Background: an optimization exercise with open tools, aiming at small area, a short achievable clock period and few clock cycles per item. Do not read the settings as production practice.
In this exercise RTL edits were held to simulation tests only and were not proved equivalent to the original.

## q16_16_fixed_point_alu
module q16_16_fixed_point_alu #(
	parameter int FRAC_BITS = 16
) (
	input  wire logic                            clk,
	input  wire logic                            arst_n,
	input  wire logic                            in_valid,
	output logic                                 in_ready,
	input  wire logic [q16alu_pkg::CMD_W-1:0]    cmd,
	input  wire logic signed [q16alu_pkg::DATA_W-1:0] operand_a,
	input  wire logic signed [q16alu_pkg::DATA_W-1:0] operand_b,
	output logic                                 out_valid,
	input  wire logic                            out_ready,
	output logic signed [q16alu_pkg::DATA_W-1:0] result,
	output logic                                 divide_by_zero
);
==> module q16_16_fixed_point_alu, before the edit <==
module q16_16_fixed_point_alu #(
	parameter int FRAC_BITS = 16
) (
	input  wire logic                            clk,
	input  wire logic                            arst_n,
	input  wire logic                            in_valid,
	output logic                                 in_ready,
	input  wire logic [q16alu_pkg::CMD_W-1:0]    cmd,
	input  wire logic signed [q16alu_pkg::DATA_W-1:0] operand_a,
	input  wire logic signed [q16alu_pkg::DATA_W-1:0] operand_b,
	output logic                                 out_valid,
	input  wire logic                            out_ready,
	output logic signed [q16alu_pkg::DATA_W-1:0] result,
	output logic                                 divide_by_zero
);
	localparam logic [2:0] CMD_MUL   = 3'd0;
	localparam logic [2:0] CMD_DIV   = 3'd1;
	localparam logic [2:0] CMD_SIGN  = 3'd2;
	localparam logic [2:0] CMD_FLOOR = 3'd3;
	localparam logic [2:0] CMD_CEIL  = 3'd4;
	localparam logic [2:0] CMD_ROUND = 3'd5;
	localparam logic [2:0] CMD_ABS   = 3'd6;
	logic        s_pre, s_div, s_mul;	 
	logic [5:0]  cnt;
	logic        rneg, bneg, mjump;
	logic        c_one, c_two, c_neg;	 
	logic [33:0] R;
	logic [31:0] Q, D;
	logic        dz, ov;
	logic [33:0] X, Y, S;
	logic        sub, bit_in;
	logic [33:0] dsx;
	assign bit_in = !cnt[5] && Q[31];
	assign dsx    = {{2{D[31]}}, D};
	assign S      = X + (Y ^ {34{sub}}) + {33'd0, sub};
	always_comb begin
		if (s_div)
			X = {R[32:0], bit_in};
		else if (s_mul && cnt <= 6'd8)
			X = {{2{R[33]}}, R[33:2]};
		else
			X = R;
		if (s_pre) begin
			Y = {2'b0, Q}; sub = Q[31];
		end else if (s_div) begin
			Y = dsx; sub = !R[33] ^ bneg;
		end else begin
			Y = ({34{c_one}} & dsx) | ({34{c_two}} & {dsx[32:0], 1'b0});
			sub = c_neg;
		end
	end
	logic [15:0] fr, inc;
	logic        a_zero, b_zero, fr_nz, up, triv, dz_in, mskip;
	logic [31:0] tv;
	always_comb begin
		fr     = operand_a[15:0];
		inc    = operand_a[31:16] + 16'd1;
		a_zero = operand_a == '0;
		b_zero = operand_b == '0;
		fr_nz  = fr != '0;
		up     = fr[15] && (!operand_a[31] || fr[14:0] != '0);
		dz_in  = (cmd == CMD_DIV) && b_zero;
		triv   = !(cmd[2:1] == 2'b00 && !a_zero && !b_zero);
		mskip  = !fr_nz;
		case (cmd)
			CMD_SIGN:  tv = a_zero ? '0 : (operand_a[31] ? '1 : 32'd1);
			CMD_FLOOR: tv = {operand_a[31:16], 16'd0};
			CMD_CEIL:  tv = fr_nz ? {inc, 16'd0} : operand_a;
			CMD_ROUND: tv = up ? {inc, 16'd0} : {operand_a[31:16], 16'd0};
			CMD_ABS:   tv = operand_a;	 
			default:   tv = '0;
		endcase
	end
	function automatic logic [2:0] booth(input logic [2:0] b);	 
		case (b)
			3'b001, 3'b010: booth = 3'b100;
			3'b101, 3'b110: booth = 3'b101;
			3'b011:         booth = 3'b010;
			3'b100:         booth = 3'b011;
			default:        booth = {2'b00, b[2]};
		endcase
	endfunction
	logic [31:0] xb, tb, tbs;
	logic        skip;
	always_comb begin
		xb = D ^ {32{D[31]}};
		tb[31] = xb[31];
		for (int i = 30; i >= 0; i--)
			tb[i] = tb[i+1] | xb[i];
		tbs = {9'd0, tb[31:9]};
		skip = tb[9] && !R[33] && (R[31:0] & ~tbs) == '0 && (cnt <= 6'd24 || (cnt >= 6'd32 && cnt <= 6'd40));
	end
	logic take, mlast, dlast, done;
	assign in_ready = !(s_pre || s_div || s_mul) && (!ov || out_ready);
	assign take     = in_valid && in_ready;
	assign mlast    = !mjump && (cnt == 6'd15) || (cnt[3] && (Q[31:1] == '0 || Q[31:1] == '1));
	assign dlast    = skip ? cnt == 6'd40 : cnt == 6'd47;
	assign done     = (s_div && dlast) || (s_mul && mlast);
	always_ff @(posedge clk or negedge arst_n) begin
		if (!arst_n) begin
			s_pre <= 1'b0;
			s_div <= 1'b0;
			s_mul <= 1'b0;
			ov    <= 1'b0;
		end else begin
			if (ov && out_ready)
				ov <= 1'b0;
			if (done) begin
				ov    <= 1'b1;
				s_div <= 1'b0;
				s_mul <= 1'b0;
			end
			if (s_pre) begin
				s_pre <= 1'b0;
				s_div <= 1'b1;
			end
			if (take) begin
				if (triv)
					ov <= 1'b1;
				else if (cmd[0])
					s_pre <= 1'b1;
				else
					s_mul <= 1'b1;
			end
		end
	end
	logic        d_sk8, d_one, m_jmp, m_one, r_en, q_en;
	logic [33:0] r_n;
	logic [31:0] q_n;
	logic [7:0]  nb8;
	always_comb begin
		d_sk8 = s_div && skip;
		d_one = s_div && !skip;
		m_jmp = s_mul && mjump;
		m_one = s_mul && !mjump;
		nb8 = cnt[5] ? 8'd0 : Q[31:24];
		r_n = ({34{take}} & {2'b0, tv})
		    | ({34{(d_one && !dlast) || m_one}} & S)
		    | ({34{d_one && dlast}} & {2'b0, Q[30:0], !S[33]})
		    | ({34{d_sk8 && !dlast}} & {2'b0, R[23:0], nb8})
		    | ({34{d_sk8 && dlast}} & {2'b0, Q[23:0], 8'd0});
		r_en = take || s_div || m_one;
		q_n = ({32{take}} & operand_a)
		    | ({32{s_pre}} & S[31:0])
		    | ({32{d_one}} & {Q[30:0], !S[33]})
		    | ({32{d_sk8}} & {Q[23:0], 8'd0})
		    | ({32{m_jmp}} & {{16{Q[31]}}, Q[31:16]})
		    | ({32{m_one}} & {{2{Q[31]}}, Q[31:2]});
		q_en = take || s_pre || s_div || s_mul;
	end
	always_ff @(posedge clk) begin
		if (r_en)
			R <= r_n;
		if (q_en)
			Q <= q_n;
		if (s_div)
			cnt <= cnt + (skip ? 6'd8 : 6'd1);
		if (s_mul) begin
			if (mjump) begin
				{c_one, c_two, c_neg} <= booth(Q[17:15]);
				cnt <= 6'd8;
			end else begin
				{c_one, c_two, c_neg} <= booth(Q[3:1]);
				if (cnt[3])
					D <= {D[29:0], 2'b0};
				cnt <= cnt + 6'd1;
			end
			mjump <= 1'b0;
		end
		if (take) begin
			rneg <= (cmd == CMD_ABS && operand_a[31]) || (cmd == CMD_DIV && operand_a[31] ^ operand_b[31]);
			bneg <= operand_b[31];
			D    <= operand_b;
			dz   <= dz_in;
			cnt  <= 6'd0;
			mjump <= mskip;
			{c_one, c_two, c_neg} <= booth({operand_a[1:0], 1'b0});
		end
	end
	assign out_valid      = ov;
	logic [31:0] rlo;
	always_comb begin
		rlo[0] = 1'b0;
		for (int i = 1; i < 32; i++)
			rlo[i] = rlo[i-1] | R[i-1];
	end
	assign result         = R[31:0] ^ ({32{rneg}} & rlo);
	assign divide_by_zero = dz;
endmodule
clock: 10.0 ns
lec_check: 0
cap_margin: 20
core_margin: 2
core_utilization: 40
setup_slack_margin: 5
slew_margin: 20
run.sh (not shown) runs the stock make flow with config.mk's settings and CLKGATE_MAP_FILE= SYNTH_SCRIPT=/design/flow/synth_recipe.tcl, a recipe that flattens the netlist after the stock synthesis.
Testbench counts at the start, summed over its fixed seeds: cycles 140,261, items 24,000.
Rerun with:
--- a/flow/design.v
+++ b/flow/design.v
@@ -36,11 +36,11 @@
 	localparam logic [2:0] CMD_FLOOR = 3'd3;
 	localparam logic [2:0] CMD_CEIL  = 3'd4;
 	localparam logic [2:0] CMD_ROUND = 3'd5;
 	localparam logic [2:0] CMD_ABS   = 3'd6;
-	logic        s_pre, s_div, s_mul;	 
+	logic        s_pre, s_div, s_fin, s_mul;	 
 	logic [5:0]  cnt;
-	logic        rneg, bneg, mjump;
+	logic        neg, bneg, mjump;
 	logic        c_one, c_two, c_neg;	 
 	logic [33:0] R;
 	logic [31:0] Q, D;
 	logic        dz, ov;
@@ -54,23 +54,33 @@
 		if (s_div)
 			X = {R[32:0], bit_in};
 		else if (s_mul && cnt <= 6'd8)
 			X = {{2{R[33]}}, R[33:2]};
+		else if (s_fin)
+			X = '0;
 		else
 			X = R;
-		if (s_pre) begin
-			Y = {2'b0, Q}; sub = Q[31];
+		if (s_fin || s_pre) begin
+			Y = {2'b0, Q}; sub = s_pre ? Q[31] : neg;
 		end else if (s_div) begin
 			Y = dsx; sub = !R[33] ^ bneg;
 		end else begin
 			Y = ({34{c_one}} & dsx) | ({34{c_two}} & {dsx[32:0], 1'b0});
 			sub = c_neg;
 		end
 	end
 	logic [15:0] fr, inc;
+	logic [31:0] am;
+	logic        lo;
 	logic        a_zero, b_zero, fr_nz, up, triv, dz_in, mskip;
 	logic [31:0] tv;
 	always_comb begin
+		am[0] = operand_a[0];
+		lo    = operand_a[0];
+		for (int i = 1; i < 32; i++) begin
+			am[i] = operand_a[i] ^ (operand_a[31] && lo);
+			lo    = lo | operand_a[i];
+		end
 		fr     = operand_a[15:0];
 		inc    = operand_a[31:16] + 16'd1;
 		a_zero = operand_a == '0;
 		b_zero = operand_b == '0;
@@ -83,9 +93,9 @@
 			CMD_SIGN:  tv = a_zero ? '0 : (operand_a[31] ? '1 : 32'd1);
 			CMD_FLOOR: tv = {operand_a[31:16], 16'd0};
 			CMD_CEIL:  tv = fr_nz ? {inc, 16'd0} : operand_a;
 			CMD_ROUND: tv = up ? {inc, 16'd0} : {operand_a[31:16], 16'd0};
-			CMD_ABS:   tv = operand_a;	 
+			CMD_ABS:   tv = am;
 			default:   tv = '0;
 		endcase
 	end
 	function automatic logic [2:0] booth(input logic [2:0] b);	 
@@ -107,30 +117,35 @@
 		tbs = {9'd0, tb[31:9]};
 		skip = tb[9] && !R[33] && (R[31:0] & ~tbs) == '0 && (cnt <= 6'd24 || (cnt >= 6'd32 && cnt <= 6'd40));
 	end
 	logic take, mlast, dlast, done;
-	assign in_ready = !(s_pre || s_div || s_mul) && (!ov || out_ready);
+	assign in_ready = !(s_pre || s_div || s_fin || s_mul) && (!ov || out_ready);
 	assign take     = in_valid && in_ready;
 	assign mlast    = !mjump && (cnt == 6'd15) || (cnt[3] && (Q[31:1] == '0 || Q[31:1] == '1));
 	assign dlast    = skip ? cnt == 6'd40 : cnt == 6'd47;
-	assign done     = (s_div && dlast) || (s_mul && mlast);
+	assign done     = s_fin || (s_mul && mlast);
 	always_ff @(posedge clk or negedge arst_n) begin
 		if (!arst_n) begin
 			s_pre <= 1'b0;
 			s_div <= 1'b0;
+			s_fin <= 1'b0;
 			s_mul <= 1'b0;
 			ov    <= 1'b0;
 		end else begin
 			if (ov && out_ready)
 				ov <= 1'b0;
 			if (done) begin
 				ov    <= 1'b1;
-				s_div <= 1'b0;
+				s_fin <= 1'b0;
 				s_mul <= 1'b0;
 			end
 			if (s_pre) begin
 				s_pre <= 1'b0;
 				s_div <= 1'b1;
+			end
+			if (s_div && dlast) begin
+				s_div <= 1'b0;
+				s_fin <= 1'b1;
 			end
 			if (take) begin
 				if (triv)
 					ov <= 1'b1;
@@ -151,13 +166,11 @@
 		m_jmp = s_mul && mjump;
 		m_one = s_mul && !mjump;
 		nb8 = cnt[5] ? 8'd0 : Q[31:24];
 		r_n = ({34{take}} & {2'b0, tv})
-		    | ({34{(d_one && !dlast) || m_one}} & S)
-		    | ({34{d_one && dlast}} & {2'b0, Q[30:0], !S[33]})
-		    | ({34{d_sk8 && !dlast}} & {2'b0, R[23:0], nb8})
-		    | ({34{d_sk8 && dlast}} & {2'b0, Q[23:0], 8'd0});
-		r_en = take || s_div || m_one;
+		    | ({34{d_one || m_one || s_fin}} & S)
+		    | ({34{d_sk8}} & {2'b0, R[23:0], nb8});
+		r_en = take || s_div || m_one || s_fin;
 		q_n = ({32{take}} & operand_a)
 		    | ({32{s_pre}} & S[31:0])
 		    | ({32{d_one}} & {Q[30:0], !S[33]})
 		    | ({32{d_sk8}} & {Q[23:0], 8'd0})
@@ -184,9 +197,9 @@
 			end
 			mjump <= 1'b0;
 		end
 		if (take) begin
-			rneg <= (cmd == CMD_ABS && operand_a[31]) || (cmd == CMD_DIV && operand_a[31] ^ operand_b[31]);
+			neg  <= operand_a[31] ^ operand_b[31];
 			bneg <= operand_b[31];
 			D    <= operand_b;
 			dz   <= dz_in;
 			cnt  <= 6'd0;
@@ -194,14 +207,8 @@
 			{c_one, c_two, c_neg} <= booth({operand_a[1:0], 1'b0});
 		end
 	end
 	assign out_valid      = ov;
-	logic [31:0] rlo;
-	always_comb begin
-		rlo[0] = 1'b0;
-		for (int i = 1; i < 32; i++)
-			rlo[i] = rlo[i-1] | R[i-1];
-	end
-	assign result         = R[31:0] ^ ({32{rneg}} & rlo);
+	assign result         = R[31:0];
 	assign divide_by_zero = dz;
 endmodule
 `default_nettype wire
Result: Routed wire length rose by a few percent; area after synthesis goes down slightly; global-route usage rises by 1.1 points; die area falls slightly; via count came out lower slightly; non-clock buffer count falls by 15.
Testbench counts after the change, summed over its fixed seeds: cycles 143,300, items 24,000.

re-timing with driven ports:
No port has a modelled driver above. Below, the same layouts with a new extraction and two added sets of constraints. Step 1: set_driving_cell puts a clkbuf_16 on clk and a buf_2 on each other input, an assumption about the parent block. Step 2 moves the port delays by t, midway between the first and last clock arrival at a register: inputs arrive t later, outputs are due t later. That takes back most of the time a late clock gives input paths. Three values: ideal ports, drivers, drivers and shift; two values: the first two.
| run | t, ns | slack for setup (ns) | clock arrival spread, ns | worst data-port slew with drivers (ns) |
|---|---|---|---|---|
| the first run | 0.482 | 3.224 / 3.175 / 3.657 | 0.018 / 0.019 | 0.04 |
| the second run | 0.461 | 5.104 / 5.078 / 4.747 | 0.014 / 0.013 | 0.04 |
After both steps setup and hold are still met in every run listed. For the second run, which loses most, drivers alone change the setup slack by -0.026 ns; drivers and shift together by -0.357 ns.
